Source: an optimization exercise on an open RTL-to-GDS flow (aim: small area). Production flows keep margins and buffers that such runs may drop. The RTL was checked by simulation tests, not by an equivalence proof against the original design. Power is estimated from default activity; no workload was simulated. The clock port is modelled as an ideal driver; clocking choices that lean on that would not hold on a real chip.

### flow/design.v
package sdram_streamer_pkg;
   localparam int DEF_DATAWIDTH    = 32;
   localparam int DEF_ADDRESSWIDTH = 32;
   localparam int DEF_FIFO_DEPTH   = 16;
   localparam int DEF_COUNTWIDTH   = 16;
   typedef enum logic [1:0] {
      IDLE,
      WRITE,
      FLUSH,
      DONE
   } state_t;
   typedef struct packed {
      logic [DEF_ADDRESSWIDTH-1:0]  address;
      logic [DEF_DATAWIDTH/8-1:0]   byteenable;
      logic [DEF_DATAWIDTH-1:0]     data;
   } fifo_entry_t;
   function automatic int clog2(input int value);
      clog2 = 0;
      for (int i = 0; i < 31; i++) begin
         if ((1 << i) < value) begin
            clog2 = i + 1;
         end
      end
   endfunction
endpackage
module sync_fifo #(
   parameter int WIDTH = 8,
   parameter int DEPTH = 16,
   parameter int AW    = $clog2(DEPTH)
)(
   input  logic             clk,
   input  logic             rst_n,
   input  logic             push,
   input  logic [WIDTH-1:0] push_data,
   input  logic             pop,
   output logic [WIDTH-1:0] head_data,
   output logic             full,
   output logic             empty,
   output logic             more_than_one
);
   logic [WIDTH-1:0] mem [DEPTH];
   logic [AW-1:0]    wr_ptr_reg;
   logic [AW-1:0]    rd_ptr_reg;
   logic [AW:0]      count_reg;
   logic             do_push;
   assign full          = count_reg[AW];
   assign empty         = (count_reg == '0);
   assign more_than_one = |count_reg[AW:1];
   assign do_push       = push && !full;
   assign head_data = mem[rd_ptr_reg];
   always_ff @(posedge clk) begin
      if (do_push) begin
         mem[wr_ptr_reg] <= push_data;
      end
   end
   always_ff @(posedge clk or negedge rst_n) begin
      if (!rst_n) begin
         wr_ptr_reg <= '0;
         rd_ptr_reg <= '0;
         count_reg  <= '0;
      end else begin
         if (do_push) begin
            wr_ptr_reg <= wr_ptr_reg + AW'(1);
         end
         if (pop) begin
            rd_ptr_reg <= rd_ptr_reg + AW'(1);
         end
         case ({do_push, pop})
            2'b10:   count_reg <= count_reg + (AW+1)'(1);
            2'b01:   count_reg <= count_reg - (AW+1)'(1);
            default: count_reg <= count_reg;
         endcase
      end
   end
endmodule
module sdram_write_streamer #(
   parameter int DATAWIDTH       = sdram_streamer_pkg::DEF_DATAWIDTH,
   parameter int BYTEENABLEWIDTH = DATAWIDTH / 8,
   parameter int ADDRESSWIDTH    = sdram_streamer_pkg::DEF_ADDRESSWIDTH,
   parameter int FIFO_DEPTH      = sdram_streamer_pkg::DEF_FIFO_DEPTH,
   parameter int COUNTWIDTH      = sdram_streamer_pkg::DEF_COUNTWIDTH
)(
   input  logic                       clock50MHz,
   input  logic                       reset,
   input  logic                       auto_incr,
   input  logic [ADDRESSWIDTH-1:0]    base_address,
   input  logic                       load_base,
   input  logic [ADDRESSWIDTH-1:0]    sdram_address,
   input  logic [BYTEENABLEWIDTH-1:0] sdram_byteenable,
   input  logic                       sdram_write,
   input  logic [DATAWIDTH-1:0]       sdram_writedata,
   output logic                       sdram_waitrequest,
   input  logic                       sdram_finished,
   input  logic                       irq_ack,
   output logic [ADDRESSWIDTH-1:0]    master_address,
   output logic [BYTEENABLEWIDTH-1:0] master_byteenable,
   output logic                       master_write,
   output logic [DATAWIDTH-1:0]       master_writedata,
   input  logic                       master_waitrequest,
   output logic                       irq,
   output logic [COUNTWIDTH-1:0]      word_count,
   output logic                       busy
);
   localparam int ENTRY_W = ADDRESSWIDTH + BYTEENABLEWIDTH + DATAWIDTH;
   logic                    master_write_reg;
   logic                    flush_reg;
   logic [ADDRESSWIDTH-1:0] pointer_reg;
   logic [ADDRESSWIDTH-1:0] addr_src;
   logic [COUNTWIDTH-1:0]   word_count_reg;
   logic                    irq_reg;
   logic                    finish_pending_reg;
   logic                    fifo_full, fifo_empty, fifo_more;
   logic                    push, pop, inc;
   logic [ENTRY_W-1:0]      head_entry;
   assign push = sdram_write && !fifo_full;
   assign inc  = push && auto_incr;
   assign pop  = master_write_reg && !master_waitrequest;
   assign addr_src = load_base ? base_address : pointer_reg;
   sync_fifo #(
      .WIDTH (ENTRY_W),
      .DEPTH (FIFO_DEPTH)
   ) u_fifo (
      .clk           (clock50MHz),
      .rst_n         (reset),
      .push          (push),
      .push_data     ({auto_incr ? addr_src : sdram_address, sdram_byteenable, sdram_writedata}),
      .pop           (pop),
      .head_data     (head_entry),
      .full          (fifo_full),
      .empty         (fifo_empty),
      .more_than_one (fifo_more)
   );
   always_ff @(posedge clock50MHz or negedge reset) begin
      if (!reset) begin
         master_write_reg   <= 1'b0;
         flush_reg          <= 1'b0;
         pointer_reg        <= '0;
         word_count_reg     <= '0;
         irq_reg            <= 1'b0;
         finish_pending_reg <= 1'b0;
      end else begin
         if (master_write_reg) begin
            if (!master_waitrequest && !fifo_more) begin
               master_write_reg <= 1'b0;
               flush_reg        <= (finish_pending_reg || sdram_finished) && !push;
            end
         end else if (flush_reg) begin
            flush_reg <= 1'b0;
         end else if (!fifo_empty) begin
            master_write_reg <= 1'b1;
         end else begin
            flush_reg <= finish_pending_reg;
         end
         if (load_base || inc) begin
            pointer_reg <= addr_src + (inc ? ADDRESSWIDTH'(BYTEENABLEWIDTH) : '0);
         end
         if (load_base) begin
            word_count_reg <= '0;
         end else if (pop) begin
            word_count_reg <= word_count_reg + COUNTWIDTH'(1);
         end
         if (flush_reg) begin
            irq_reg <= 1'b1;
         end else if (irq_ack) begin
            irq_reg <= 1'b0;
         end
         if (flush_reg) begin
            finish_pending_reg <= 1'b0;
         end else if (sdram_finished) begin
            finish_pending_reg <= 1'b1;
         end
      end
   end
   assign sdram_waitrequest = fifo_full;
   assign master_address    = head_entry[ENTRY_W-1 -: ADDRESSWIDTH];
   assign master_byteenable = head_entry[DATAWIDTH +: BYTEENABLEWIDTH];
   assign master_writedata  = head_entry[DATAWIDTH-1:0];
   assign master_write      = master_write_reg;
   assign irq               = irq_reg;
   assign word_count        = word_count_reg;
   assign busy              = !fifo_empty || master_write_reg;
endmodule
### flow/run.sh
#!/bin/bash
# synth_recipe.tcl (not shown) runs the flow's synth.tcl, then flattens the netlist and writes it again
# the make line also repeats each setting of config.mk as NAME=value (left out here)
make -C /OpenROAD-flow-scripts/flow DESIGN_CONFIG=/design/flow/config.mk WORK_HOME=/design/flow/orfs CLKGATE_MAP_FILE= SYNTH_SCRIPT=/design/flow/synth_recipe.tcl finish
### flow/config.mk
export PLATFORM = sky130hd
export DESIGN_NAME = sdram_write_streamer
export DESIGN_NICKNAME = sdram_write_streamer
export VERILOG_FILES = /design/flow/design.v
export SDC_FILE = /design/flow/constraint.sdc
export NUM_CORES = 4
export LEC_CHECK = 0
export CAP_MARGIN = 20
export CORE_MARGIN = 2
export CORE_UTILIZATION = 40
export SLEW_MARGIN = 20
### flow/constraint.sdc
create_clock -name core_clock -period 5.0 [get_ports {clock50MHz}]
set_input_delay 1.0000 -clock core_clock [delete_from_list [all_inputs] [get_ports {clock50MHz}]]
set_output_delay 1.0000 -clock core_clock [all_outputs]
set_load 0.01 [all_outputs]
==> key figures, run 1 <==
Die
  – Die width: roughly 340 microns
  – Ports: 196
  – Die Ht: 342.0 microns
  – Core Region: 113900 sq um
  – Initial Util: 40.14%
  – Die area: 117000 sq um
  – Std-Cell Rows: 124

Logic synthesis
  – Post-synthesis mux area share: 18.04%
  – Synthesized instance count: 2060
  – Yosys warns: 2
  – Avg Cell Area, Syn: about 22 sq um
  – Cell Area, Synth: 45710 sq um
  – Largest family of logic cells by synthesized area: multiplexers
  – Synth area leader: edfxtp_1
  – Post-synth EDFFs: approximately 1.1k
  – Simple-gate area share of the yosys netlist: 2.748%
  – Unique masters post-synth: 66
  – Ys flop type: edfxtp_1
  – Share of the synthesized area in the top cell type: 71.48%
  – Synth async-reset ratio: 5.637%
  – Synth Area in Compound Gates: approximately 1.2%
  – Register area share after synthesis: between 70% and 80%
  – Area contributors post-synth: edfxtp_1 71%, mux4_2 17%, dfrtp_1 3.6%
  – Seq cells post-synth: roughly 1.2k
  – Syn Nets: 2179
  – Post-Synth XOR/XNOR Area: under 10%
  – Post-synthesis adder-cell area fraction: less than 1%

STA
  – Hold Slack: between 0.4 and 0.5 ns
  – Max Fclk: around 210 MHz
  – Slew of the pin with the lowest slew margin: around 0.98 ns
  – Setup TNS: 0 ns
  – Final setup vio count: 0
  – Final Skew: 0.02479 ns
  – RSZ-0062 raised after global routing: false
  – Slew HR: around a third
  – Crit path time final: 4.703 ns
  – Tcrit/Tclk final: 94.05%
  – Slew Limit Fails: 0
  – Fin. Hold Viols: 0

Worst hold path
  – Worst min path class: input pin to asynchronous set/reset pin

Drt
  – DRT antenna net count: 0
  – DRC: 0
  – DR iter-0 viols: 1860
  – Routed len/inst: ~27 microns
  – Vias: roughly 22k
  – Final Routed Wirelength: ~110 mm
  – DR vias/cell: 5.541
  – Drt pass-1 iters: 5

Power
  – Leak: 17.05 nW
  – Max IR drop VDD: between 300 and 400 uV
  – Pwr dens: 533.5 nW/um^2
  – Final Power: 28.72 mW

Final layout
  – Layout cell share with drive strength beyond 1: 26.53%
  – ANT cells: 0
  – Max FFs per register: 1088
  – Fin nets: 2456
  – Fillers: 9278
  – Syn-to-layout area delta: 17.75%
  – Fin util: 47.26%
  – Multi-input logic area: about 11000 sq um
  – FF+latch area: 34310 sq um

Placement
  – RePlAce Congestion: 0.7850
  – IO buf count: 195
  – DP HPWL: 56.77 mm

Flow run
  – Max cap viols: 0

Worst setup path
  – Crit-path max FO: 31
  – Element type at the critical path start: register
  – Worst Setup End Kind: primary output
  – Worst EP required: 4.00 ns
  – Kind of critical path: register to primary output
  – Critical Path AT: between 3 and 4 ns

GRT
  – Vias in the first global route: 23.04k
  – Initial antenna violation count: 3
  – Global-route wire length before repair: 156.3 mm
  – GRT overflow: 0
  – All-Layer GR Usage: a little under a fifth
  – Largest net degree at the start of global routing: 72

Clock network
  – CTS Buf Count: 114
  – Clk slew on worst S/H paths: around 0.070 ns
  – Max clock buf depth: 3
  – Clk root buf: clkbuf_16
  – Count of clock tree sinks: between 1k and 1.5k
  – Postcts setup bufs: 0
  – Later-pin clock latency in the skew report: 0.70 ns
  – Post-CTS Resized: 0
  – TritonCTS clock tree: yes
  – CTS Hold Buffers Added: 0
  – Max H-tree Level: 3

Run status
  – Status: finished clean
[power by group]
part | switching, mW | internal (mW) | total [mW]
clock network | 3.57 | 4.91 | 8.48
registers | 0.462 | 11.4 | 11.8
logic | 3.98 | 4.42 | 8.40
[path summary, 6_finish.rpt]
check                                            startpoint                                to  slack (ns)  depth (start not counted)
max                        u_fifo.rd_ptr_reg[0]$_DFFE_PN0P_                 master_address[2]        0.30                          4
min                                                   reset        pointer_reg[7]$_DFFE_PN0P_        0.43                          1
max reg2reg                 u_fifo.count_reg[4]$_DFFE_PN0P_       pointer_reg[22]$_DFFE_PN0P_        2.18                         11
min reg2reg                             irq_reg$_DFFE_PN0P_               irq_reg$_DFFE_PN0P_        0.50                          1
max in group asynchronous                             reset  u_fifo.rd_ptr_reg[0]$_DFFE_PN0P_        3.85                          1
min in group core_clock                 irq_reg$_DFFE_PN0P_               irq_reg$_DFFE_PN0P_        0.50                          1
[worst max-delay path, stage by stage (launching register included)]
cell and delay (ns):
dfrtp_4 0.86, buf_4 0.55, mux4_2 0.56, mux4_2 0.47, clkdlybuf4s50_1 0.53
[layer usage]
layer | up-vias | part of all wire, % | global-route usage (%)
li1 | 9195 | - | -
met1 | 11860 | 43 | 25.52
met2 | 651 | 50 | 30.53
met3 | 141 | 5.6 | 3.185
met4 | 4 | 1.8 | 4.084
met5 | - | 0.025 | 0
[logic make-up (layout without fill, tap and decap cells)]
| family | Yosys count | count (layout) |
|---|---|---|
| muxes | 397 | 397 |
| buffers and inverters | 123 | 494 |
| xor gates and xnor gates | 77 | 77 |
| and+or+nand+nor | 220 | 220 |
| adders and majority gates | 11 | 11 |
| AOI/OAI and AO/OA | 79 | 79 |
| DFF | 1153 | 1153 |
[synthesized netlist by cell type (all sizes together) (2+ instances only)]
library cell and n:
and4 4, or4 2, mux2 16, nor2b 5, nor4 2, nor3 11, ha 11, xor2 37
a21o 2, nand4b 4, a221oi 2, xnor2 40, a211oi 2, and3 5, a22oi 6, nand4 20
clkbuf 58, buf 52, a21oi 42, nor2 79, nand3b 11, edfxtp 1088, nand3 20, nand2 42
inv 13, or3 3, o21ai 13, and2 2, and4bb 2, o31ai 2, mux2i 41, nand2b 5
dfrtp 65, mux4 340
[cells in the final DEF, fill, tap and decap left out, types with 4 or more instances in the layout]
master	Yosys	routed
nor2b_1	5	5
clkinv_2	0	13
xnor2_1	40	40
nor2_1	79	67
clkbuf_1	58	30
nor2_4	0	12
clkinv_1	0	26
a21oi_1	41	28
nand3b_4	4	4
mux4_2	340	340
dfrtp_4	0	4
and4_1	4	4
nor3_4	0	4
buf_4	3	53
a21oi_2	0	13
clkbuf_16	0	115
nand2_1	41	41
nand4_1	18	18
and3_1	5	5
edfxtp_1	1088	1088
o21ai_0	12	12
xor2_1	37	37
nor3_2	4	4
buf_12	0	24
bufinv_16	0	12
clkdlybuf4s50_1	0	192
nand3_1	18	18
ha_1	11	11
nand2b_1	5	5
dfrtp_1	65	61
mux2_2	16	16
mux2i_1	41	41
nand3b_1	7	7
clkbuf_8	0	4
inv_1	13	13
[through the flow]
| step | instance area, sq um | std cells | setup slack (ns) |
|---|---|---|---|
| after floorplan | 45730 | 2060 | -0.0006404 |
| after global placement | 50050 | 3732 | 0.9602 |
| after detailed placement | 50060 | 3732 | 0.9313 |
| after CTS | 53780 | 3942 | 0.1654 |
| after global routing | 53820 | 3943 | 0.05847 |
| final | 53820 | 3943 | 0.2973 |
[layout make-up]
| class | count | share of cell area [%] |
|---|---|---|
| flip-flops and latches | 1153 | 63.75 |
| inverters | 13 | 0.09067 |
| repair buffers | 271 | 5.221 |
| well taps | 1512 | 3.515 |
| clock inverters | 61 | 1.246 |
| clock buffers | 149 | 5.658 |
| multi-input cells | 784 | 20.51 |
==> inputs of run 2 (changes only) <==
--- a/flow/design.v
+++ b/flow/design.v
@@ -40,14 +40,19 @@
 );
    logic [WIDTH-1:0] mem [DEPTH];
    logic [AW-1:0]    wr_ptr_reg;
-   logic [AW-1:0]    rd_ptr_reg;
+   logic [DEPTH-1:0] rd_sel_reg;    
    logic [AW:0]      count_reg;
    logic             do_push;
    assign full          = count_reg[AW];
    assign empty         = (count_reg == '0);
    assign more_than_one = |count_reg[AW:1];
    assign do_push       = push && !full;
-   assign head_data = mem[rd_ptr_reg];
+   always_comb begin
+      head_data = '0;
+      for (int i = 0; i < DEPTH; i++) begin
+         head_data = head_data | ({WIDTH{rd_sel_reg[i]}} & mem[i]);
+      end
+   end
    always_ff @(posedge clk) begin
       if (do_push) begin
          mem[wr_ptr_reg] <= push_data;
@@ -56,14 +61,14 @@
    always_ff @(posedge clk or negedge rst_n) begin
       if (!rst_n) begin
          wr_ptr_reg <= '0;
-         rd_ptr_reg <= '0;
+         rd_sel_reg <= DEPTH'(1);
          count_reg  <= '0;
       end else begin
          if (do_push) begin
             wr_ptr_reg <= wr_ptr_reg + AW'(1);
          end
          if (pop) begin
-            rd_ptr_reg <= rd_ptr_reg + AW'(1);
+            rd_sel_reg <= {rd_sel_reg[DEPTH-2:0], rd_sel_reg[DEPTH-1]};
          end
          case ({do_push, pop})
             2'b10:   count_reg <= count_reg + (AW+1)'(1);
@@ -151,9 +156,7 @@
          end else begin
             flush_reg <= finish_pending_reg;
          end
-         if (load_base || inc) begin
-            pointer_reg <= addr_src + (inc ? ADDRESSWIDTH'(BYTEENABLEWIDTH) : '0);
-         end
+         pointer_reg <= addr_src + (inc ? ADDRESSWIDTH'(BYTEENABLEWIDTH) : '0);
          if (load_base) begin
             word_count_reg <= '0;
          end else if (pop) begin
--- a/flow/config.mk
+++ b/flow/config.mk
@@ -8,4 +8,6 @@
 export CAP_MARGIN = 20
 export CORE_MARGIN = 2
 export CORE_UTILIZATION = 40
+export CTS_BUF_LIST = sky130_fd_sc_hd__clkbuf_4 sky130_fd_sc_hd__clkbuf_8
+export GPL_TIMING_DRIVEN = 0
 export SLEW_MARGIN = 20
==> run 2 against run 1 <==
  * Sequential power is essentially flat
  * Non-clock buffer count is 111 higher
  * Global-route usage up 7.1 points
  * Die area is 5.9% lower
  * Clock skew rose by 0.030 ns
  * Hold slack worse by 0.28 ns
  * Worst setup slack worse by 0.19 ns
  * Critical path depth is 2 higher
  * Total power fell by 27%
  * Combinational power decreased by 83%
  * Count of clock-buffer cells in the layout is 99 higher
  * Critical path type unchanged
  * Final cell count up 8.9%
==> key figures, run 2 <==
Run status
  – Status: finished clean

Worst hold path
  – Worst min path class: input pin to asynchronous set/reset pin

Power
  – Sw power: 5.006 mW (-38%)
  – Net Sw Frac: 23.82% (-4.1 points)
  – Combinational cell fraction of total power: 6.8% (-22 points)
  – Max IR drop VDD: 297.1 uV (-2.9%)
  – Clock share of power: 38.0% (+8.5 points)
  – Leak: 16.70 nW (-2.0%)
  – Pwr dens: 409.3 nW/um^2 (-23%)
  – Internal: 16.01 mW (-23%)
  – Sequential fraction of design power: 55.2% (+14 points)

STA
  – Fin. Hold Viols: 0 (unchanged)
  – Slew Limit Fails: 0 (unchanged)
  – RSZ-0062 raised after global routing: false
  – Final Skew: 0.05471 ns (+0.02992 ns)
  – Slew of the pin with the lowest slew margin: 1.304 ns (+0.3233 ns)
  – Slew HR: 13.04% (-22 points)
  – Hold Slack: 0.1526 ns (-0.2792 ns)
  – Tcrit/Tclk final: 97.92% (+3.9 points)
  – Max Fclk: 204.2 MHz (-3.9%)
  – Final setup vio count: 0 (unchanged)
  – Crit path time final: 4.896 ns (+0.1933 ns)

Drt
  – DR vias/cell: 6.154 (+11%)
  – Final Routed Wirelength: 142.8 mm (+33%)
  – Routed len/inst: 33.26 microns (+23%)
  – DRT antenna net count: 0 (unchanged)
  – DR iter-0 viols: 4145 (+120%)
  – DRC: 0 (unchanged)
  – Drt pass-1 iters: 6 (+1)
  – Vias: 26.42k (+21%)

Logic synthesis
  – Synth async-reset ratio: 6.609% (+0.97 points)
  – Ys flop type: edfxtp_1
  – Area contributors post-synth: edfxtp_1 76%, a221oi_1 5.6%, a22o_1 5.6%
  – Post-synth EDFFs: 1088 (unchanged)
  – Cell Area, Synth: 43000 sq um (-5.9%)
  – Yosys warns: 2 (unchanged)
  – Seq cells post-synth: 1165 (+1.0%)
  – Synth cell count leaders: 1088 x edfxtp_1, 273 x a221oi_1, 273 x a22o_1
  – Unique masters post-synth: 53 (-20%)
  – Syn Nets: 2453 (+13%)
  – Top-count cell post-synth: edfxtp_1
  – Register area share after synthesis: 80.47% (+5.4 points)
  – Avg Cell Area, Syn: 18.43 sq um (-17%)
  – Synth area leader: edfxtp_1
  – Synthesized instance count: 2333 (+13%)
  – Share of the synthesized area in the top cell type: 75.99% (+4.5 points)

Final layout
  – Most common cell after layout, fill and taps aside: edfxtp_1
  – Fillers: 8930 (-3.8%)
  – Fin nets: 2862 (+17%)
  – Syn-to-layout area delta: 19.40%
  – Final std cells w/o fill: 4293 (+8.9%)
  – Layout cell share with drive strength beyond 1: 15.13% (-11 points)
  – Max FFs per register: 1088 (unchanged)
  – FF+latch area: 34600 sq um (+0.83%)
  – Multi-input logic area: 7850 sq um (-29%)
  – Most frequent cells in the layout: 1088 x edfxtp_1, 273 x a22o_1, 273 x a221oi_1

Placement
  – DP HPWL: 87.49 mm (+54%)
  – IO buf count: 193 (-1.0%)
  – Dpl cells: 3966 (+6.3%)
  – RePlAce Congestion: 0.8397 (+7.0%)

Clock network
  – TritonCTS clock tree: yes
  – Clk root buf: clkbuf_8
  – Count of clock tree sinks: 1165 (+1.0%)
  – Max H-tree Level: 4 (+1)
  – Max clock buf depth: 3 (unchanged)
  – Postcts setup bufs: 0 (unchanged)
  – CTS Buf Count: 178 (+56%)
  – Later-pin clock latency in the skew report: 0.87 ns (+0.17 ns)
  – Clk slew on worst S/H paths: 0.07 ns (about the same)

GRT
  – Largest net degree at the start of global routing: 46 (-36%)
  – Initial antenna violation count: 2 (-1)
  – Global-route wire length before repair: 196.5 mm (+26%)
  – GRT overflow: 0 (unchanged)
  – All-Layer GR Usage: 25.43% (+7.1 points)
  – Vias in the first global route: 26.05k (+13%)

Flow run
  – Max cap viols: 0 (unchanged)

Worst setup path
  – CP peak stage delay: 0.74 ns (-0.12 ns)
  – Kind of critical path: register to primary output
  – Worst Setup End Kind: primary output
  – Element type at the critical path start: register
  – Critical Path, Cell by Cell: clkbuf_1 > clkbuf_2 > buf_1 > a221oi_1 > nand4_1 > clkdlybuf4s50_1
  – Critical Path AT: 3.90 ns (+0.20 ns)
  – Worst EP required: 4.00 ns (about the same)
  – Crit-path max FO: 10 (-68%)
  – CP max stage cell: buf_1

Die
  – Std-Cell Rows: 120 (-3.2%)
  – Initial Util: 40.22% (+0.082 points)
  – Die Ht: 331.9 microns (-3.0%)
  – Die area: 110100 sq um (-5.9%)
  – Ports: 196 (unchanged)
  – Die width: 331.9 microns (-3.0%)
  – Core Region: 106900 sq um (-6.1%)
==> run 2: changes by cell type in the layout (fill, tap and decap cells not counted), moves of 21 or more <==
cell       previous run  this run
mux4_2              340         0
a221oi_1              1       273
a22o_1                1       273
clkbuf_8              4       184
clkbuf_16           115         0
clkbuf_4              0        65
nand4_1              18        83
clkbuf_1             30        88
buf_4                53         2
clkbuf_2              0        42
nand2_1              41        69
xnor2_1              40        19
==> run 2: layout make-up <==
type | count | area share [%]
Sequential cell | 1165 | 67.40
Multi-Input combinational cell | 1003 | 15.29
Clock buffer | 248 | 5.869
Timing Repair Buffer | 232 | 5.462
Tap cell | 1403 | 3.419
Buffer | 150 | 1.350
Clock inverter | 78 | 1.114
Inverter | 12 | 0.08774
Antenna cell | 2 | 0.009749
==> run 2: path summary, 6_finish.rpt <==
check | startpoint | slack, ns | cells after the start | endpoint
hold / removal | reset | 0.15 | 1 | u_fifo.rd_sel_reg[7]$_DFFE_PN0P_
hold reg to reg | irq_reg$_DFFE_PN0P_ | 0.49 | 1 | irq_reg$_DFFE_PN0P_
setup reg to reg | master_write_reg$_DFF_PN0_ | 1.25 | 12 | u_fifo.count_reg[4]$_DFFE_PN0P_
max in group asynchronous | reset | 4.19 | 2 | word_count_reg[10]$_DFFE_PN0P_
min in group core_clock | irq_reg$_DFFE_PN0P_ | 0.49 | 1 | irq_reg$_DFFE_PN0P_
setup / recovery | u_fifo.rd_sel_reg[2]$_DFFE_PN0P_ | 0.10 | 6 | master_address[16]
==> run 2: metrics by stage <==
stage	setup WS, ns	instance area, sq um	utilization (%)	power, mW	TNS (ns)
after CTS	0.02640	51250	47.94	21.04	0
after detailed placement	0.1480	47650	44.57	13.21	0
after global placement	-2.012	46680	43.67	13.06	-1966.75
after global routing	0.03224	51340	48.02	21.59	0
final	0.1039	51340	48.02	21.01	0
after floorplan	1.155	43000	-	12.38	0
==> run 2: logic make-up (layout without fill, tap and decap cells) <==
kind of cell	Yosys count	in the layout	share of synthesized area, %
and+or+nand+nor	286	286	3.565
xor gates and xnor gates	49	49	0.9981
AOI/OAI and AO/OA	621	621	12.18
buffers and inverters	165	720	1.583
muxes	35	35	0.8381
DFF	1165	1165	80.47
adders and majority gates	12	12	0.3667
other	0	2	0
==> run 2: layer usage <==
layer  up-vias  GRT usage (%)  share of wire (%)
li1      10670              -                  -
met1     13610          35.00                 39
met2      1856          40.23                 47
met3       282          4.776                 11
met4         0          9.845                3.7
met5         -              0                  0
==> run 2: timing repair <==
action,in CTS,in global routing
setup endpoints to repair,49,3
hold buffers,0,0
gates cloned,0,0
resized for setup,10,0
==> run 2: critical path, delay by kind of cell, from the launching register on <==
family / cells / cell delay, ns
DFF: 1 / 0.33
and+or+nand+nor: 1 / 0.29
AOI/OAI and AO/OA: 1 / 0.24
buffers and inverters: 4 / 2.16
==> run 2: power groups by stage <==
| stage | logic, mW | registers [mW] | clock network, mW |
|---|---|---|---|
| final | 1.43 | 11.6 | 7.98 |
| after detailed placement | 1.40 | 11.8 | 0 |
| after floorplan | 0.598 | 11.8 | 0 |
| after global routing | 1.52 | 11.6 | 8.42 |
| after global placement | 1.19 | 11.9 | 0 |
| after CTS | 1.41 | 11.6 | 8.02 |
==> inputs of run 3 (changes only) <==
--- a/flow/config.mk
+++ b/flow/config.mk
@@ -8,6 +8,4 @@
 export CAP_MARGIN = 20
 export CORE_MARGIN = 2
 export CORE_UTILIZATION = 40
-export CTS_BUF_LIST = sky130_fd_sc_hd__clkbuf_4 sky130_fd_sc_hd__clkbuf_8
-export GPL_TIMING_DRIVEN = 0
 export SLEW_MARGIN = 20
==> run 3 against run 2 <==
  * First-iteration DRC count decreased by 35%
  * Clock skew is 0.021 ns lower
  * Hold slack better by 0.22 ns
  * Flip-flop and latch count unchanged
  * Synthesized cell count stayed put
  * Count of clock-buffer cells in the layout decreased by 100
  * Sequential power is essentially flat
==> key figures, run 3 <==
Final layout
  – ANT cells: 0 (-2)
  – FF+latch area: 34660 sq um (+0.17%)
  – Multi-input logic area: 7801 sq um (-0.62%)
  – Layout cell share with drive strength beyond 1: 11.39% (-3.7 points)
  – Most common cell after layout, fill and taps aside: edfxtp_1
  – Most frequent cells in the layout: 1088 x edfxtp_1, 273 x a22o_1, 273 x a221oi_1
  – Final std cells w/o fill: 4080 (-5.0%)
  – Fin nets: 2700 (-5.7%)
  – Fillers: 8887 (-0.48%)
  – Max FFs per register: 1088 (unchanged)
  – Syn-to-layout area delta: 18.04%
  – Final cell area excluding filler cells: 50750 sq um (-1.1%)

Clock network
  – Max clock buf depth: 3 (unchanged)
  – CTS Buf Count: 114 (-36%)
  – Clk root buf: clkbuf_16
  – Max H-tree Level: 3 (-1)
  – CTS Hold Buffers Added: 0 (unchanged)
  – Clk slew on worst S/H paths: 0.06 ns (about the same)
  – TritonCTS clock tree: yes
  – Later-pin clock latency in the skew report: 0.69 ns (-0.18 ns)
  – Post-CTS Resized: 0 (-10)
  – Count of clock tree sinks: 1165 (unchanged)
  – Postcts setup bufs: 0 (unchanged)

Power
  – Final Power: 21.21 mW (+0.94%)
  – Max IR drop VDD: 296.2 uV (-0.33%)
  – Leak: 16.29 nW (-2.5%)
  – Pwr dens: 417.9 nW/um^2 (+2.1%)

Worst setup path
  – Worst Setup End Kind: primary output
  – CP bufs+invs: 2 (-2)
  – Critical Path, Cell by Cell: buf_4 > a22o_1 > a221oi_1 > nand4_1 > clkdlybuf4s50_1
  – Delay-heaviest family, CP: flip-flops
  – Critical Path AT: 3.34 ns (-0.56 ns)
  – Crit-path max FO: 55 (+45)
  – Worst EP required: 4.00 ns (about the same)
  – Element type at the critical path start: register
  – CP max stage cell: dfrtp_4
  – Kind of critical path: register to primary output
  – CP peak stage delay: 1.16 ns (+0.42 ns)

Logic synthesis
  – Synth async-reset ratio: 6.609% (unchanged)
  – Synthesized instance count: 2333 (unchanged)
  – Cell Area, Synth: 43000 sq um (unchanged)
  – Ys flop type: edfxtp_1
  – Synth area leader: edfxtp_1
  – Unique masters post-synth: 53 (unchanged)
  – Post-synth EDFFs: 1088 (unchanged)
  – Synth cell count leaders: 1088 x edfxtp_1, 273 x a221oi_1, 273 x a22o_1
  – Area contributors post-synth: edfxtp_1 76%, a221oi_1 5.6%, a22o_1 5.6%
  – Syn Nets: 2453 (unchanged)
  – Top-count cell post-synth: edfxtp_1
  – Seq cells post-synth: 1165 (unchanged)
  – Yosys warns: 2 (unchanged)
  – Register area share after synthesis: 80.47% (unchanged)
  – Avg Cell Area, Syn: 18.43 sq um (unchanged)
  – Share of the synthesized area in the top cell type: 75.99% (unchanged)

GRT
  – Vias in the first global route: 24.93k (-4.3%)
  – Largest net degree at the start of global routing: 89 (+93%)
  – All-Layer GR Usage: 21.37% (-4.1 points)
  – Global-route wire length before repair: 173.0 mm (-12%)
  – Initial antenna violation count: 3 (+1)
  – GRT overflow: 0 (unchanged)

Drt
  – Routed length on met3: 10.57 mm (-33%)
  – Met2 wire len: 57.07 mm (-14%)
  – Drt pass-1 iters: 5 (-1)
  – DR iter-0 viols: 2690 (-35%)
  – Vias: 24.69k (-6.6%)
  – DRC: 0 (unchanged)
  – DRT antenna net count: 0 (unchanged)
  – Met1 WL: 50.14 mm (-9.0%)
  – Uppermost layer routed: met5
  – DR vias/cell: 6.050 (-1.7%)
  – Routed len/inst: 29.44 microns (-11%)
  – Final Routed Wirelength: 120.1 mm (-16%)

STA
  – Max Fclk: 230.3 MHz (+13%)
  – Final setup vio count: 0 (unchanged)
  – Fin. Hold Viols: 0 (unchanged)
  – Slew Limit Fails: 0 (unchanged)
  – Slew of the pin with the lowest slew margin: 1.162 ns (-0.1428 ns)
  – Final worst slack: 0.6583 ns (+0.5543 ns)
  – Setup TNS: 0 ns (unchanged)
  – Crit path time final: 4.342 ns (-0.5543 ns)
  – Tcrit/Tclk final: 86.83% (-11 points)
  – RSZ-0062 raised after global routing: false
  – Final Skew: 0.03341 ns (-0.02130 ns)
  – Slew HR: 22.56% (+9.5 points)

Die
  – Core Region: 106900 sq um (unchanged)
  – Die width: 331.9 microns (unchanged)
  – Die area: 110100 sq um (unchanged)
  – Std-Cell Rows: 120 (unchanged)
  – Initial Util: 40.22% (unchanged)
  – Ports: 196 (unchanged)
  – Die Ht: 331.9 microns (unchanged)

Placement
  – Placement Cell Area: 47130 sq um (-1.1%)
  – Pre-CTS worst setup slack: 1.199 ns (+1.051 ns)
  – RePlAce Congestion: 0.8152 (-2.9%)
  – IO buf count: 195 (+1.0%)
  – DP HPWL: 65.04 mm (-26%)
  – Dpl cells: 3867 (-2.5%)

Run status
  – Status: finished clean

Worst hold path
  – Worst min path class: input pin to asynchronous set/reset pin

Flow run
  – Max cap viols: 0 (unchanged)
run 3: cell families after synthesis:
kind of cell               Yosys count  share of synthesized area, %
DFF                               1165                         80.47
AOI/OAI and AO/OA                  621                         12.18
and+or+nand+nor                    286                         3.565
buffers and inverters              165                         1.583
xor gates and xnor gates            49                        0.9981
muxes                               35                        0.8381
adders and majority gates           12                        0.3667
run 3: final cells by class:
type                            instances  share of cell area (%)
Clock buffer                          148                   5.912
Clock inverter                         65                   1.164
Inverter                               12                 0.08875
Multi-Input combinational cell       1003                   15.37
Sequential cell                      1165                   68.29
Tap cell                             1403                   3.459
Timing Repair Buffer                  284                   5.717
run 3: per-layer routing:
layer  GRT usage (%)  vias to the layer above
met4           5.039                        4
li1                -                    10330
met3           4.110                      154
met5               0                        -
met2           34.38                     1237
met1           30.17                    12960
run 3: worst paths after layout:
path / depth (start not counted) / slack (ns) / start / to
setup / recovery: 5 / 0.66 / u_fifo.rd_sel_reg[11]$_DFFE_PN0P_ / master_address[31]
hold / removal: 1 / 0.37 / reset / pointer_reg[3]$_DFF_PN0_
setup reg to reg: 6 / 2.31 / u_fifo.count_reg[4]$_DFFE_PN0P_ / u_fifo.mem[10][15]$_DFFE_PP_
hold reg to reg: 1 / 0.49 / irq_reg$_DFFE_PN0P_ / irq_reg$_DFFE_PN0P_
max in group asynchronous: 1 / 4.05 / reset / u_fifo.rd_sel_reg[8]$_DFFE_PN0P_
min in group core_clock: 1 / 0.49 / irq_reg$_DFFE_PN0P_ / irq_reg$_DFFE_PN0P_
run 3: worst reg2reg max path: stages, from the launching register on:
cell	delay, ns
dfrtp_1	0.43
nor2b_1	0.14
buf_4	0.21
inv_1	0.14
nor3b_1	0.47
and2_4	0.68
buf_4	0.34
run 3: per-stage QoR:
stage	utilization (%)	hold slack [ns]
2_1_floorplan	-	0.4662
3_5_place_dp	44.09	0.4821
3_3_place_gp	44.06	0.4797
6_report	47.48	0.3694
4_1_cts	47.45	0.4956
5_1_grt	47.48	0.4121
run 3: power breakdown:
part | total, mW | switching [mW] | internal [mW]
Clock | 8.27 | 3.58 | 4.69
Combinational | 1.34 | 0.963 | 0.377
Sequential | 11.6 | 0.205 | 11.4
==> inputs of run 4 (changes only) <==
==> flow/flow/run.sh (new file) <==
#!/bin/bash
# Standard ORFS layout (standard.sh) with two changes that only affect buffering:
#  - port buffers use sky130_fd_sc_hd__buf_1 instead of the default pick;
#  - CTS clusters more sinks per leaf buffer and inserts no dummy loads.
# make's full output goes to orfs_make.log; ORFS keeps each step's log under orfs/logs.
set -euo pipefail
CTS_ARGS="-sink_clustering_enable -repair_clock_nets -dont_use_dummy_load -sink_clustering_size 30 -sink_clustering_max_diameter 100"
bash standard.sh \
  "BUFFER_PORTS_ARGS=-buffer_cell sky130_fd_sc_hd__buf_1" \
  "CTS_ARGS=$CTS_ARGS" \
  finish > orfs_make.log 2>&1
==> flow/standard.sh (new file) <==
#!/bin/bash
# synth_recipe.tcl (not shown) runs the flow's synth.tcl, then flattens the netlist and writes it again
# the make line also repeats each setting of config.mk as NAME=value (left out here)
make -C /OpenROAD-flow-scripts/flow DESIGN_CONFIG=/design/flow/config.mk WORK_HOME=/design/flow/orfs CLKGATE_MAP_FILE= SYNTH_SCRIPT=/design/flow/synth_recipe.tcl "${@:-finish}"
removed: flow/run.sh
==> run 4 against run 3 <==
  * First-iteration DRC count about the same
  * Total power decreased by 19%
  * Critical path type unchanged
  * Cell area decreased by 7.7%
  * Highest routed layer unchanged
  * Critical endpoint is now master_writedata[28]
  * Area after synthesis unchanged
  * Core utilization decreased by 3.7 points
  * Largest power group unchanged
==> key figures, run 4 <==
STA
  – Fin. Hold Viols: 0 (unchanged)
  – Crit path time final: 4.057 ns (-0.2852 ns)
  – Hold Slack: 0.3903 ns (+0.02098 ns)
  – Final worst slack: 0.9435 ns (+0.2852 ns)
  – Final Skew: 0.04756 ns (+0.01415 ns)
  – Slew Limit Fails: 0 (unchanged)
  – Final setup vio count: 0 (unchanged)
  – Tcrit/Tclk final: 81.13% (-5.7 points)
  – Slew of the pin with the lowest slew margin: 1.184 ns (+0.02208 ns)
  – Setup TNS: 0 ns (unchanged)
  – Slew HR: 21.09% (-1.5 points)
  – Max Fclk: 246.5 MHz (+7.0%)
  – RSZ-0062 raised after global routing: false

Worst setup path
  – CP peak stage delay: 1.14 ns (-0.02 ns)
  – Crit-path max FO: 54 (-1.8%)
  – Worst EP required: 4.00 ns (about the same)
  – Critical Path, Cell by Cell: buf_4 > a22o_1 > a221oi_1 > nand4_1 > buf_1
  – Delay-heaviest family, CP: flip-flops
  – Kind of critical path: register to primary output
  – Worst Setup End Kind: primary output
  – CP max stage cell: dfrtp_4
  – Element type at the critical path start: register
  – CP bufs+invs: 2 (unchanged)
  – Critical Path AT: 3.06 ns (-0.28 ns)

Clock network
  – Clk slew on worst S/H paths: 0.11 ns (+0.05 ns)
  – TritonCTS clock tree: yes
  – Max clock buf depth: 3 (unchanged)
  – Later-pin clock latency in the skew report: 0.63 ns (-0.06 ns)
  – Max H-tree Level: 2 (-1)
  – CTS Buf Count: 46 (-60%)
  – Count of clock tree sinks: 1165 (unchanged)
  – Clk root buf: clkbuf_16
  – Post-CTS Resized: 0 (unchanged)
  – Postcts setup bufs: 0 (unchanged)
  – CTS Hold Buffers Added: 0 (unchanged)

Logic synthesis
  – Synth async-reset ratio: 6.609% (unchanged)
  – Post-synthesis adder-cell area fraction: 0.3667% (unchanged)
  – Avg Cell Area, Syn: 18.43 sq um (unchanged)
  – Ys flop type: edfxtp_1
  – Synth Area in Compound Gates: 12.18% (unchanged)
  – Register area share after synthesis: 80.47% (unchanged)
  – Post-synthesis mux area share: 0.8381% (unchanged)
  – Post-synth EDFFs: 1088 (unchanged)
  – Post-Synth XOR/XNOR Area: 0.9981% (unchanged)
  – Cell Area, Synth: 43000 sq um (unchanged)
  – Syn Nets: 2453 (unchanged)
  – Top-count cell post-synth: edfxtp_1
  – Area contributors post-synth: edfxtp_1 76%, a221oi_1 5.6%, a22o_1 5.6%
  – Synthesized instance count: 2333 (unchanged)
  – Simple-gate area share of the yosys netlist: 3.565% (unchanged)
  – Yosys warns: 2 (unchanged)
  – Unique masters post-synth: 53 (unchanged)
  – Largest family of logic cells by synthesized area: compound AO/OA/AOI/OAI gates
  – Synth cell count leaders: 1088 x edfxtp_1, 273 x a221oi_1, 273 x a22o_1
  – Synth area leader: edfxtp_1
  – Share of the synthesized area in the top cell type: 75.99% (unchanged)
  – Seq cells post-synth: 1165 (unchanged)

Die
  – Core Region: 106900 sq um (unchanged)
  – Std-Cell Rows: 120 (unchanged)
  – Initial Util: 40.22% (unchanged)
  – Die area: 110100 sq um (unchanged)
  – Ports: 196 (unchanged)
  – Die width: 331.9 microns (unchanged)
  – Die Ht: 331.9 microns (unchanged)

Run status
  – Status: finished clean

Placement
  – DP HPWL: 63.80 mm (-1.9%)
  – IO buf count: 195 (unchanged)
  – Pre-CTS worst setup slack: 0.9798 ns (-0.2197 ns)
  – Dpl cells: 3837 (-0.78%)
  – RePlAce Congestion: 0.8031 (-1.5%)

Drt
  – Uppermost layer routed: met5
  – Drt pass-1 iters: 5 (unchanged)
  – DR iter-0 viols: 2689 (-0.037%)
  – DRC: 0 (unchanged)
  – Routed length on met3: 9.822 mm (-7.0%)
  – Vias: 23.93k (-3.1%)
  – Met2 wire len: 57.71 mm (+1.1%)
  – Final Routed Wirelength: 120.4 mm (+0.24%)
  – DR vias/cell: 6.160 (+1.8%)
  – Routed len/inst: 30.99 microns (+5.3%)
  – Met1 WL: 50.42 mm (+0.56%)
  – DRT antenna net count: 0 (unchanged)

Power
  – Leak: 14.47 nW (-11%)
  – Max IR drop VDD: 234.5 uV (-21%)
  – Combinational cell fraction of total power: 7.2% (+0.9 points)
  – Pwr dens: 367.9 nW/um^2 (-12%)
  – Net Sw Frac: 22.70% (+0.33 points)
  – Internal: 13.32 mW (-19%)
  – Sw power: 3.911 mW (-18%)
  – Final Power: 17.23 mW (-19%)
  – Clock share of power: 25.6% (-13 points)
  – Sequential fraction of design power: 67.2% (+13 points)

Final layout
  – Final std cells w/o fill: 3885 (-4.8%)
  – Fin nets: 2602 (-3.6%)
  – Most common cell after layout, fill and taps aside: edfxtp_1
  – Syn-to-layout area delta: 8.908%
  – Fillers: 9191 (+3.4%)
  – Max FFs per register: 1088 (unchanged)
  – Most frequent cells in the layout: 1088 x edfxtp_1, 273 x a22o_1, 273 x a221oi_1
  – Layout cell share with drive strength beyond 1: 7.177% (-4.2 points)

Worst hold path
  – Worst min path class: input pin to asynchronous set/reset pin

GRT
  – Global-route wire length before repair: 171.8 mm (-0.72%)
  – Largest net degree at the start of global routing: 78 (-12%)
  – GRT overflow: 0 (unchanged)
  – Initial antenna violation count: 3 (unchanged)
  – All-Layer GR Usage: 21.32% (-0.054 points)
  – Vias in the first global route: 24.12k (-3.3%)

Flow run
  – Max cap viols: 0 (unchanged)
[run 4: cell count changes in the layout (fill, tap and decap cells not counted), sizes merged]
cell           delta
clkinvlp          -4
clkdlybuf4s50   -192
diode             +2
inv               -3
clkinv           -49
buf             +160
bufinv            -9
clkbuf          -100
[run 4: cell families after synthesis]
group           after synthesis
buf+inv                     165
mux                          35
flops                      1165
compound gates              621
fa+ha+maj                    12
simple gates                286
xor+xnor                     49
[run 4: power groups by stage]
stage	logic, mW	clock network, mW	registers [mW]
final	1.23	4.41	11.6
after floorplan	0.598	0	11.8
after detailed placement	1.23	0	11.8
after global routing	1.34	4.77	11.6
after CTS	1.23	4.47	11.6
after global placement	1.18	0	11.8
[run 4: through the flow]
| stage | instance area, sq um | utilization, % |
|---|---|---|
| global placement | 45590 | 42.64 |
| finish | 46830 | 43.80 |
| detailed placement | 45610 | 42.66 |
| CTS | 46760 | 43.74 |
| global route | 46820 | 43.80 |
| floorplan | 43000 | - |
[run 4: path summary, 6_finish.rpt]
check / startpoint / end / slack, ns / depth (start not counted)
setup / recovery: u_fifo.rd_sel_reg[3]$_DFFE_PN0P_ / master_writedata[28] / 0.94 / 5
hold / removal: reset / pointer_reg[4]$_DFF_PN0_ / 0.39 / 1
setup reg to reg: master_write_reg$_DFF_PN0_ / u_fifo.count_reg[4]$_DFFE_PN0P_ / 1.61 / 10
hold reg to reg: irq_reg$_DFFE_PN0P_ / irq_reg$_DFFE_PN0P_ / 0.49 / 1
max in group asynchronous: reset / u_fifo.rd_sel_reg[2]$_DFFE_PN0P_ / 3.99 / 1
min in group core_clock: irq_reg$_DFFE_PN0P_ / irq_reg$_DFFE_PN0P_ / 0.49 / 1
[run 4: area by class of cell]
cell class	count	area, sq um	area share (%)
well taps	1403	1755	3.749
flip-flops and latches	1165	34660	74.02
repair buffers	254	1375	2.937
diodes	2	5.005	0.01069
inverters	12	45.04	0.09619
multi-input cells	1003	7835	16.73
clock buffers	46	1151	2.458
[run 4: routing by layer]
layer  track usage, %  vias to the layer above
met2            35.05                     1127
met4            4.468                        4
met3            3.129                      140
met5                0                        -
met1            30.31                    12640
li1                 -                    10020
==> inputs of run 5 (changes only) <==
--- a/flow/design.v
+++ b/flow/design.v
@@ -25,8 +25,7 @@
 endpackage
 module sync_fifo #(
    parameter int WIDTH = 8,
-   parameter int DEPTH = 16,
-   parameter int AW    = $clog2(DEPTH)
+   parameter int DEPTH = 16
 )(
    input  logic             clk,
    input  logic             rst_n,
@@ -39,41 +38,36 @@
    output logic             more_than_one
 );
    logic [WIDTH-1:0] mem [DEPTH];
-   logic [AW-1:0]    wr_ptr_reg;
-   logic [DEPTH-1:0] rd_sel_reg;    
-   logic [AW:0]      count_reg;
+   logic [DEPTH-1:0] occ_reg;
+   logic [DEPTH-1:0] head_sel;
    logic             do_push;
-   assign full          = count_reg[AW];
-   assign empty         = (count_reg == '0);
-   assign more_than_one = |count_reg[AW:1];
+   assign full          = occ_reg[DEPTH-1];
+   assign empty         = !occ_reg[0];
+   assign more_than_one = occ_reg[1];
    assign do_push       = push && !full;
+   assign head_sel = occ_reg & ~{1'b0, occ_reg[DEPTH-1:1]};
    always_comb begin
       head_data = '0;
       for (int i = 0; i < DEPTH; i++) begin
-         head_data = head_data | ({WIDTH{rd_sel_reg[i]}} & mem[i]);
+         head_data = head_data | ({WIDTH{head_sel[i]}} & mem[i]);
       end
    end
    always_ff @(posedge clk) begin
       if (do_push) begin
-         mem[wr_ptr_reg] <= push_data;
+         mem[0] <= push_data;
+         for (int i = 1; i < DEPTH; i++) begin
+            mem[i] <= mem[i-1];
+         end
       end
    end
    always_ff @(posedge clk or negedge rst_n) begin
       if (!rst_n) begin
-         wr_ptr_reg <= '0;
-         rd_sel_reg <= DEPTH'(1);
-         count_reg  <= '0;
+         occ_reg <= '0;
       end else begin
-         if (do_push) begin
-            wr_ptr_reg <= wr_ptr_reg + AW'(1);
-         end
-         if (pop) begin
-            rd_sel_reg <= {rd_sel_reg[DEPTH-2:0], rd_sel_reg[DEPTH-1]};
-         end
          case ({do_push, pop})
-            2'b10:   count_reg <= count_reg + (AW+1)'(1);
-            2'b01:   count_reg <= count_reg - (AW+1)'(1);
-            default: count_reg <= count_reg;
+            2'b10:   occ_reg <= {occ_reg[DEPTH-2:0], 1'b1};
+            2'b01:   occ_reg <= {1'b0, occ_reg[DEPTH-1:1]};
+            default: occ_reg <= occ_reg;
          endcase
       end
    end
==> run 5 against run 4 <==
  * Cell area shrank 1.2%
  * Wire length shrank 13%
  * Critical endpoint is now master_writedata[23]
  * Register-to-register slack gained 0.40 ns
  * Critical path depth grew 2
  * Maximum frequency shrank 2.5%
==> key figures, run 5 <==
Run status
  – Status: finished clean

GRT
  – All-Layer GR Usage: 18.66% (-2.7 points)
  – Global-route wire length before repair: 151.9 mm (-12%)
  – Vias in the first global route: 22.80k (-5.5%)
  – Largest net degree at the start of global routing: 223 (+190%)
  – Initial antenna violation count: 1 (-2)
  – GRT overflow: 0 (unchanged)

STA
  – Crit path time final: 4.160 ns (+0.1033 ns)
  – RSZ-0062 raised after global routing: false
  – Max Fclk: 240.4 MHz (-2.5%)
  – Fin. Hold Viols: 0 (unchanged)
  – Final setup vio count: 0 (unchanged)
  – Slew Limit Fails: 0 (unchanged)
  – Slew HR: 32.51% (+11 points)
  – Final Skew: 0.05336 ns (+0.005805 ns)
  – Setup TNS: 0 ns (unchanged)
  – Tcrit/Tclk final: 83.20% (+2.1 points)
  – Slew of the pin with the lowest slew margin: 1.012 ns (-0.1713 ns)

Die
  – Die width: 329.4 microns (-0.74%)
  – Initial Util: 40.29% (+0.071 points)
  – Core Region: 105100 sq um (-1.7%)
  – Ports: 196 (unchanged)
  – Std-Cell Rows: 119 (-0.83%)
  – Die area: 108500 sq um (-1.5%)
  – Die Ht: 329.4 microns (-0.74%)

Logic synthesis
  – Post-synthesis mux area share: 1.279% (+0.44 points)
  – Cell Area, Synth: 42350 sq um (-1.5%)
  – Avg Cell Area, Syn: 18.75 sq um (+1.7%)
  – Synth async-reset ratio: 5.882% (-0.73 points)
  – Share of the synthesized area in the top cell type: 77.14% (+1.2 points)
  – Register area share after synthesis: 81.16% (+0.69 points)
  – Syn Nets: 2371 (-3.3%)
  – Simple-gate area share of the yosys netlist: 3.046% (-0.52 points)
  – Synthesized instance count: 2259 (-3.2%)
  – Unique masters post-synth: 41 (-23%)
  – Post-Synth XOR/XNOR Area: 0.9306% (-0.068 points)
  – Largest family of logic cells by synthesized area: compound AO/OA/AOI/OAI gates
  – Area contributors post-synth: edfxtp_1 77%, a221oi_1 5.6%, a22o_1 5.6%
  – Yosys warns: 3 (+1)
  – Synth Area in Compound Gates: 12.09% (-0.084 points)
  – Top-count cell post-synth: edfxtp_1
  – Seq cells post-synth: 1156 (-0.77%)
  – Synth area leader: edfxtp_1
  – Synth cell count leaders: 1088 x edfxtp_1, 273 x a221oi_1, 272 x a22o_1
  – Post-synthesis adder-cell area fraction: 0.1182% (-0.25 points)
  – Ys flop type: edfxtp_1
  – Post-synth EDFFs: 1088 (unchanged)

Flow run
  – Max cap viols: 0 (unchanged)

Worst setup path
  – Worst EP required: 4.00 ns (about the same)
  – Crit-path max FO: 19 (-65%)
  – Critical path startpoint: u_fifo.occ_reg[7]$_DFFE_PN0P_
  – Element type at the critical path start: register
  – Worst Setup End Kind: primary output
  – Kind of critical path: register to primary output
  – R2R Path Start: u_fifo.occ_reg[15]$_DFFE_PN0P_
  – Critical Path AT: 3.16 ns (+0.10 ns)

Drt
  – Vias: 23.10k (-3.5%)
  – DRC: 0 (unchanged)
  – DR iter-0 viols: 3067 (+14%)
  – Routed len/inst: 27.47 microns (-11%)
  – DR vias/cell: 6.084 (-1.2%)
  – Drt pass-1 iters: 5 (unchanged)
  – Final Routed Wirelength: 104.3 mm (-13%)
  – DRT antenna net count: 0 (unchanged)

Clock network
  – Post-CTS Resized: 0 (unchanged)
  – Max clock buf depth: 3 (unchanged)
  – CTS Hold Buffers Added: 0 (unchanged)
  – Later-pin clock latency in the skew report: 0.65 ns (+0.02 ns)
  – Postcts setup bufs: 0 (unchanged)
  – Max H-tree Level: 2 (unchanged)
  – Clk root buf: clkbuf_16
  – CTS Buf Count: 46 (unchanged)
  – Count of clock tree sinks: 1156 (-0.77%)
  – TritonCTS clock tree: yes
  – Clk slew on worst S/H paths: 0.11 ns (about the same)

Placement
  – Dpl cells: 3750 (-2.3%)
  – DP HPWL: 59.04 mm (-7.5%)
  – RePlAce Congestion: 0.7863 (-2.1%)
  – IO buf count: 195 (unchanged)

Final layout
  – Most frequent cells in the layout: 1088 x edfxtp_1, 273 x a221oi_1, 272 x a22o_1
  – Syn-to-layout area delta: 9.196%
  – Most common cell after layout, fill and taps aside: edfxtp_1
  – Fillers: 9154 (-0.40%)
  – ANT cells: 0 (-2)
  – Final std cells w/o fill: 3797 (-2.3%)
  – Fin nets: 2520 (-3.2%)
  – Layout cell share with drive strength beyond 1: 6.027% (-1.2 points)
  – Max FFs per register: 1088 (unchanged)

Power
  – Leak: 14.88 nW (+2.9%)
  – Pwr dens: 544.8 nW/um^2 (+48%)
  – Max IR drop VDD: 474.4 uV (+100%)

Worst hold path
  – Hold Startpoint: u_fifo.mem[7][6]$_DFFE_PP_
  – Worst min path class: register to register
run 5: cells by family after synthesis:
group | count (synthesis)
compound gates | 609
xor+xnor | 45
fa+ha+maj | 4
buf+inv | 152
flops | 1156
mux | 53
simple gates | 240
run 5: final timing paths:
check                                                endpoint  slack [ns]  depth (start not counted)
worst min register to register     u_fifo.mem[8][6]$_DFFE_PP_        0.42                          0
worst max register to register      pointer_reg[31]$_DFF_PN0_        2.01                          8
worst max-delay path                     master_writedata[23]        0.84                          7
worst min-delay path               u_fifo.mem[8][6]$_DFFE_PP_        0.42                          0
max in group asynchronous            pointer_reg[1]$_DFF_PN0_        3.46                          2
min in group asynchronous       u_fifo.occ_reg[2]$_DFFE_PN0P_        0.52                          1
run 5: through the flow:
| stage | power, mW | area [sq um] | setup WS (ns) | util [%] | hold WS (ns) |
|---|---|---|---|---|---|
| final | 25.20 | 46250 | 0.8401 | 44.00 | 0.4166 |
| after floorplan | 19.73 | 42430 | -14.06 | - | 0.4264 |
| after CTS | 25.45 | 46220 | 0.7608 | 43.97 | 0.4254 |
| after detailed placement | 21.04 | 45070 | 1.375 | 42.88 | 0.4325 |
| after global placement | 20.93 | 45070 | 1.421 | 42.88 | 0.4288 |
| after global routing | 26.32 | 46250 | 0.6944 | 44.00 | 0.4426 |
run 5: critical path, cell delays in order (launching register included):
cell and delay, ns:
dfrtp_1 0.48, nor2b_4 0.80, buf_4 0.33, buf_4 0.28
a22o_1 0.19, a221oi_1 0.05, nand4_1 0.18, buf_1 0.18
run 5: metal layers:
metal	routed length, microns	track usage [%]	vias up
met5	0	0	-
met4	1889	3.962	0
met3	8283	3.800	112
met2	49360	30.18	1055
met1	44780	26.25	12150
li1	-	-	9782
run 5: where the power goes:
group / total (mW) / leakage [nW] / internal [mW] / switching [mW]
combinational: 7.10 / 2.88 / 2.39 / 4.71
clock: 4.41 / 0.567 / 1.66 / 2.75
sequential: 13.7 / 11.4 / 12.7 / 0.972
run 5: layout make-up:
cell class	instances	area [sq um]	share of cell area [%]
sequential	1156	34380	74.33
multi-input combinational	951	7580	16.39
tap	1391	1740	3.763
timing repair buffer	248	1381	2.987
clock buffer	46	1151	2.489
inverter	5	18.77	0.04058
==> inputs of run 6 (changes only) <==
--- a/flow/design.v
+++ b/flow/design.v
@@ -38,18 +38,17 @@
    output logic             more_than_one
 );
    logic [WIDTH-1:0] mem [DEPTH];
-   logic [DEPTH-1:0] occ_reg;
-   logic [DEPTH-1:0] head_sel;
+   logic [DEPTH-1:0] head_sel_reg;
+   logic             empty_reg;
    logic             do_push;
-   assign full          = occ_reg[DEPTH-1];
-   assign empty         = !occ_reg[0];
-   assign more_than_one = occ_reg[1];
+   assign full          = head_sel_reg[DEPTH-1];
+   assign empty         = empty_reg;
+   assign more_than_one = !head_sel_reg[0];
    assign do_push       = push && !full;
-   assign head_sel = occ_reg & ~{1'b0, occ_reg[DEPTH-1:1]};
    always_comb begin
       head_data = '0;
       for (int i = 0; i < DEPTH; i++) begin
-         head_data = head_data | ({WIDTH{head_sel[i]}} & mem[i]);
+         head_data = head_data | ({WIDTH{head_sel_reg[i]}} & mem[i]);
       end
    end
    always_ff @(posedge clk) begin
@@ -62,12 +61,25 @@
    end
    always_ff @(posedge clk or negedge rst_n) begin
       if (!rst_n) begin
-         occ_reg <= '0;
+         head_sel_reg <= DEPTH'(1);
+         empty_reg    <= 1'b1;
       end else begin
          case ({do_push, pop})
-            2'b10:   occ_reg <= {occ_reg[DEPTH-2:0], 1'b1};
-            2'b01:   occ_reg <= {1'b0, occ_reg[DEPTH-1:1]};
-            default: occ_reg <= occ_reg;
+            2'b10: begin
+               if (empty_reg) begin
+                  empty_reg <= 1'b0;
+               end else begin
+                  head_sel_reg <= {head_sel_reg[DEPTH-2:0], 1'b0};
+               end
+            end
+            2'b01: begin
+               if (head_sel_reg[0]) begin
+                  empty_reg <= 1'b1;
+               end else begin
+                  head_sel_reg <= {1'b0, head_sel_reg[DEPTH-1:1]};
+               end
+            end
+            default: ;
          endcase
       end
    end
@@ -115,6 +127,23 @@
    assign inc  = push && auto_incr;
    assign pop  = master_write_reg && !master_waitrequest;
    assign addr_src = load_base ? base_address : pointer_reg;
+   logic [ADDRESSWIDTH-1:0] ptr_next;
+   logic [ADDRESSWIDTH:2]   ptr_carry;
+   logic [COUNTWIDTH-1:0]   wc_next;
+   logic [COUNTWIDTH:0]     wc_carry;
+   always_comb begin
+      ptr_next[1:0] = addr_src[1:0];
+      ptr_carry[2]  = inc;
+      for (int i = 2; i < ADDRESSWIDTH; i++) begin
+         ptr_next[i]    = addr_src[i] ^ ptr_carry[i];
+         ptr_carry[i+1] = addr_src[i] & ptr_carry[i];
+      end
+      wc_carry[0] = 1'b1;
+      for (int i = 0; i < COUNTWIDTH; i++) begin
+         wc_next[i]    = word_count_reg[i] ^ wc_carry[i];
+         wc_carry[i+1] = word_count_reg[i] & wc_carry[i];
+      end
+   end
    sync_fifo #(
       .WIDTH (ENTRY_W),
       .DEPTH (FIFO_DEPTH)
@@ -150,11 +179,11 @@
          end else begin
             flush_reg <= finish_pending_reg;
          end
-         pointer_reg <= addr_src + (inc ? ADDRESSWIDTH'(BYTEENABLEWIDTH) : '0);
+         pointer_reg <= ptr_next;
          if (load_base) begin
             word_count_reg <= '0;
          end else if (pop) begin
-            word_count_reg <= word_count_reg + COUNTWIDTH'(1);
+            word_count_reg <= wc_next;
          end
          if (flush_reg) begin
             irq_reg <= 1'b1;
==> flow/flow/run.sh (replaced) <==
#!/bin/bash
# Standard ORFS layout (standard.sh) with changes that only affect buffering and sizing:
#  - port buffers use sky130_fd_sc_hd__buf_1 instead of the default pick;
#  - CTS clusters more sinks per leaf buffer and inserts no dummy loads;
#  - after global routing, gates off the critical paths are downsized (RECOVER_POWER).
# make's full output goes to orfs_make.log; ORFS keeps each step's log under orfs/logs.
set -euo pipefail
CTS_ARGS="-sink_clustering_enable -repair_clock_nets -dont_use_dummy_load -sink_clustering_size 25 -sink_clustering_max_diameter 80"
bash standard.sh \
  "BUFFER_PORTS_ARGS=-buffer_cell sky130_fd_sc_hd__buf_1" \
  "CTS_ARGS=$CTS_ARGS" \
  RECOVER_POWER=100 \
  finish > orfs_make.log 2>&1
==> run 6 against run 5 <==
  * The layout now fails its checks (capacitance limit, slew limit, setup timing)
  * Final cell count shrank 3.2%
  * Wire length is 1.5% lower
  * Total power down 1.3%
  * Critical path type is now register to register
  * Sequential power increased by 17%
  * Worst setup slack lost 1.6 ns
  * Global-route usage down 0.19 points
  * Core utilization increased by 0.058 points
  * Via count is 2.7% lower
  * First-iteration DRC count shrank 16%
==> key figures, run 6 <==
Worst setup path
  – Worst Setup End Kind: register
  – Element type at the critical path start: register
  – CP peak stage delay: 0.42 ns (-0.38 ns)
  – CP max stage cell: dfrtp_4
  – Delay-heaviest family, CP: adder cells
  – CP bufs+invs: 1 (-2)
  – Worst EP required: 5.55 ns (+1.55 ns)
  – Cell mode on critical path: ha_4
  – Critical Path AT: 6.34 ns (+3.18 ns)
  – Crit-path max FO: 2 (-17)
  – Kind of critical path: register to register

Logic synthesis
  – Ys flop type: edfxtp_1
  – Cell Area, Synth: 42200 sq um (-0.36%)
  – Synth cell count leaders: 1088 x edfxtp_1, 273 x a22o_1, 272 x a221oi_1
  – Synth area leader: edfxtp_1
  – Seq cells post-synth: 1157 (+0.087%)
  – Synth async-reset ratio: 5.964% (+0.081 points)
  – Syn Nets: 2284 (-3.7%)
  – Area contributors post-synth: edfxtp_1 77%, a22o_1 5.7%, a221oi_1 5.6%
  – Top-count cell post-synth: edfxtp_1
  – Avg Cell Area, Syn: 19.80 sq um (+5.6%)
  – Share of the synthesized area in the top cell type: 77.42% (+0.28 points)
  – Unique masters post-synth: 32 (-22%)
  – Post-synth EDFFs: 1088 (unchanged)
  – Register area share after synthesis: 81.52% (+0.36 points)
  – Yosys warns: 3 (unchanged)
  – Synthesized instance count: 2131 (-5.7%)

GRT
  – Initial antenna violation count: 3 (+2)
  – All-Layer GR Usage: 18.47% (-0.19 points)
  – Largest net degree at the start of global routing: 177 (-21%)
  – Vias in the first global route: 22.62k (-0.80%)
  – Global-route wire length before repair: 149.1 mm (-1.9%)
  – GRT overflow: 0 (unchanged)

Clock network
  – Postcts setup bufs: 0 (unchanged)
  – Clk slew on worst S/H paths: 0.10 ns (about the same)
  – CTS Hold Buffers Added: 0 (unchanged)
  – Clk root buf: clkbuf_16
  – TritonCTS clock tree: yes
  – Later-pin clock latency in the skew report: 0.69 ns (+0.04 ns)
  – Max clock buf depth: 3 (unchanged)
  – Count of clock tree sinks: 1157 (+0.087%)
  – Max H-tree Level: 2 (unchanged)
  – CTS Buf Count: 57 (+24%)

Drt
  – Final Routed Wirelength: 102.7 mm (-1.5%)
  – DRC: 0 (unchanged)
  – DRT antenna net count: 0 (unchanged)
  – Routed len/inst: 27.96 microns (+1.8%)
  – Vias: 22.49k (-2.7%)
  – Drt pass-1 iters: 6 (+1)
  – DR iter-0 viols: 2586 (-16%)
  – DR vias/cell: 6.118 (+0.57%)

STA
  – Fin. Hold Viols: 0 (unchanged)
  – Final Skew: 0.06129 ns (+0.007924 ns)
  – RSZ-0062 raised after global routing: true
  – Max Fclk: 172.6 MHz (-28%)
  – Slew HR: -66.78% (-99 points)
  – Final setup vio count: 6 (+6)
  – Crit path time final: 5.793 ns (+1.633 ns)
  – Tcrit/Tclk final: 115.9% (+33 points)
  – Final worst slack: -0.7928 ns (-1.633 ns)
  – Slew of the pin with the lowest slew margin: 2.502 ns (+1.489 ns)
  – Slew Limit Fails: 106 (+106)

Placement
  – DP HPWL: 56.00 mm (-5.1%)
  – Placement Cell Area: 44810 sq um (-0.57%)
  – IO buf count: 195 (unchanged)
  – RePlAce Congestion: 0.7753 (-1.4%)

Power
  – Clock share of power: 19.6% (+2.1 points)
  – Net Sw Frac: 31.09% (-2.4 points)
  – Sequential fraction of design power: 64.3% (+10 points)
  – Combinational cell fraction of total power: 16.1% (-12 points)
  – Internal: 17.13 mW (+2.2%)
  – Leak: 14.76 nW (-0.81%)
  – Final Power: 24.86 mW (-1.3%)
  – Pwr dens: 537.7 nW/um^2 (-1.3%)
  – Sw power: 7.730 mW (-8.3%)
  – Max IR drop VDD: 331.7 uV (-30%)

Die
  – Die width: 328.8 microns (-0.18%)
  – Std-Cell Rows: 119 (unchanged)
  – Die Ht: 328.8 microns (-0.18%)
  – Ports: 196 (unchanged)
  – Initial Util: 40.20% (-0.089 points)
  – Core Region: 105000 sq um (-0.14%)
  – Die area: 108100 sq um (-0.36%)

Run status
  – Status: finished with violations
  – Layout check fault list: capacitance limit, slew limit, setup timing

Worst hold path
  – Worst min path class: register to register

Final layout
  – Final cell area excluding filler cells: 46240 sq um (about the same)
  – Layout cell share with drive strength beyond 1: 9.728% (+3.7 points)
  – Max FFs per register: 1088 (unchanged)
  – Most common cell after layout, fill and taps aside: edfxtp_1
  – Syn-to-layout area delta: 9.583%
  – Most frequent cells in the layout: 1088 x edfxtp_1, 273 x a22o_1, 272 x a221oi_1
  – Fin nets: 2437 (-3.3%)

Flow run
  – Max cap viols: 3 (+3)
==> run 6: cell types whose count changed after synthesis, moves of 17 or more <==
cell      before  now
nor2b_1       17    0
buf_1         21    0
xnor2_1       21    2
ha_1           4   45
buf_2          3   61
nor2_1        57    7
o21ai_0       20    3
clkbuf_1     122   80
mux2_2         9   60
xor2_1        24    1
mux2i_1       44    1
==> run 6: kinds of logic after synthesis <==
logic type / share of synthesized area [%]
compound gates: 12.30
flops: 81.52
xor+xnor: 0.06228
mux: 1.696
fa+ha+maj: 1.334
simple gates: 1.503
buf+inv: 1.586
==> run 6: layer usage <==
metal,track usage (%),vias up,part of all wire (%)
li1,-,9385,-
met1,26.12,11940,42
met2,29.99,1029,48
met3,3.244,130,8.0
met4,4.030,4,1.8
met5,0,-,0.031
==> run 6: final cells by class <==
| class | instances | area (sq um) |
|---|---|---|
| multi-input combinational | 824 | 7502 |
| timing repair buffer | 239 | 1086 |
| antenna | 2 | 5.005 |
| tap | 1391 | 1740 |
| clock buffer | 57 | 1426 |
| sequential | 1157 | 34460 |
| inverter | 5 | 22.52 |
| fill | 9012 | 58730 |
==> run 6: through the flow <==
step	TNS (ns)	hold slack, ns	worst slack [ns]	instances	util [%]
5_1_grt	-3.770	0.4317	-0.9346	3674	44.05
2_1_floorplan	-	0.4264	-16.33	2131	-
4_1_cts	-3.387	0.3255	-0.8745	3674	44.07
3_5_place_dp	-56.15	0.4339	-1.539	3617	42.69
3_3_place_gp	-29.34	0.4281	-1.516	3617	42.69
6_report	-2.850	0.4009	-0.7928	3675	44.05
==> run 6: what timing repair did <==
| action | in CTS | in global routing |
|---|---|---|
| setup endpoints to repair | 59 | 59 |
| pin swaps | 0 | 0 |
| gates resized for setup | 3 | 0 |
==> run 6: power by group through the flow <==
stage	Sequential (mW)	Clock, mW	Combinational, mW
after floorplan	13.9	0	2.95
after global placement	16.0	0	3.92
after detailed placement	16.1	0	4.03
after CTS	15.9	5.05	4.04
after global routing	16.2	5.33	4.33
final	16.0	4.88	4.00
==> run 6: final timing paths <==
| kind | start | end | slack, ns | cells past startpoint |
|---|---|---|---|---|
| setup / recovery | u_fifo.head_sel_reg[15]$_DFFE_PN0P_ | pointer_reg[31]$_DFF_PN0_ | -0.79 | 33 |
| hold / removal | u_fifo.mem[9][58]$_DFFE_PP_ | u_fifo.mem[10][58]$_DFFE_PP_ | 0.40 | 0 |
| setup reg to reg | u_fifo.head_sel_reg[15]$_DFFE_PN0P_ | pointer_reg[31]$_DFF_PN0_ | -0.79 | 33 |
| hold reg to reg | u_fifo.mem[9][58]$_DFFE_PP_ | u_fifo.mem[10][58]$_DFFE_PP_ | 0.40 | 0 |
| max in group asynchronous | reset | u_fifo.head_sel_reg[15]$_DFFE_PN0P_ | 0.81 | 2 |
| min in group asynchronous | reset | pointer_reg[14]$_DFF_PN0_ | 1.07 | 1 |
==> run 6: worst reg2reg max path, delay by kind of cell, from the launching register on <==
| kind | cells | cell delay (ns) |
|---|---|---|
| xor gates and xnor gates | 1 | 0.11 |
| adders and majority gates | 29 | 4.60 |
| buffers and inverters | 1 | 0.20 |
| DFF | 1 | 0.42 |
| and+or+nand+nor | 2 | 0.36 |

-- separate check: timing with driven ports --
No port has a modelled driver above. Below, the same layouts with a new extraction and two added sets of constraints.
Step 1, drivers: a clkbuf_16 drives clock50MHz and a buf_2 each remaining input, both assumed.
Step 2 also shifts input and output timing later by t, the mid clock arrival at the registers, as if the neighbouring blocks saw the same clock.
Three values: ideal, step 1, step 2; two values: the first two.
| run | shift t [ns] | setup slack, ns | worst hold slack (ns) | slew at the worst register clock pin (ns) |
|---|---|---|---|---|
| run 1 | 0.764 | 0.297 / 0.226 / 0.990 | 0.432 / 0.386 / 0.500 | 0.07 / 0.07 |
| run 2 | 0.905 | 0.104 / 0.038 / 0.127 | 0.153 / 0.114 / 0.487 | 0.07 / 0.07 |
| run 3 | 0.742 | 0.658 / 0.588 / 1.173 | 0.369 / 0.338 / 0.493 | 0.07 / 0.07 |
| run 4 | 0.684 | 0.943 / 0.874 / 0.906 | 0.390 / 0.360 / 0.492 | 0.11 / 0.11 |
| run 5 | 0.683 | 0.840 / 0.772 / 1.373 | 0.417 / 0.417 / 0.417 | 0.12 / 0.12 |
| run 6 | 0.723 | -0.793 / -0.793 / -1.468 | 0.401 / 0.401 / 0.401 | 0.10 / 0.10 |
The setup slack of run 6, which loses most, moves by 0.000 ns with the drivers and by -0.675 ns with both steps.
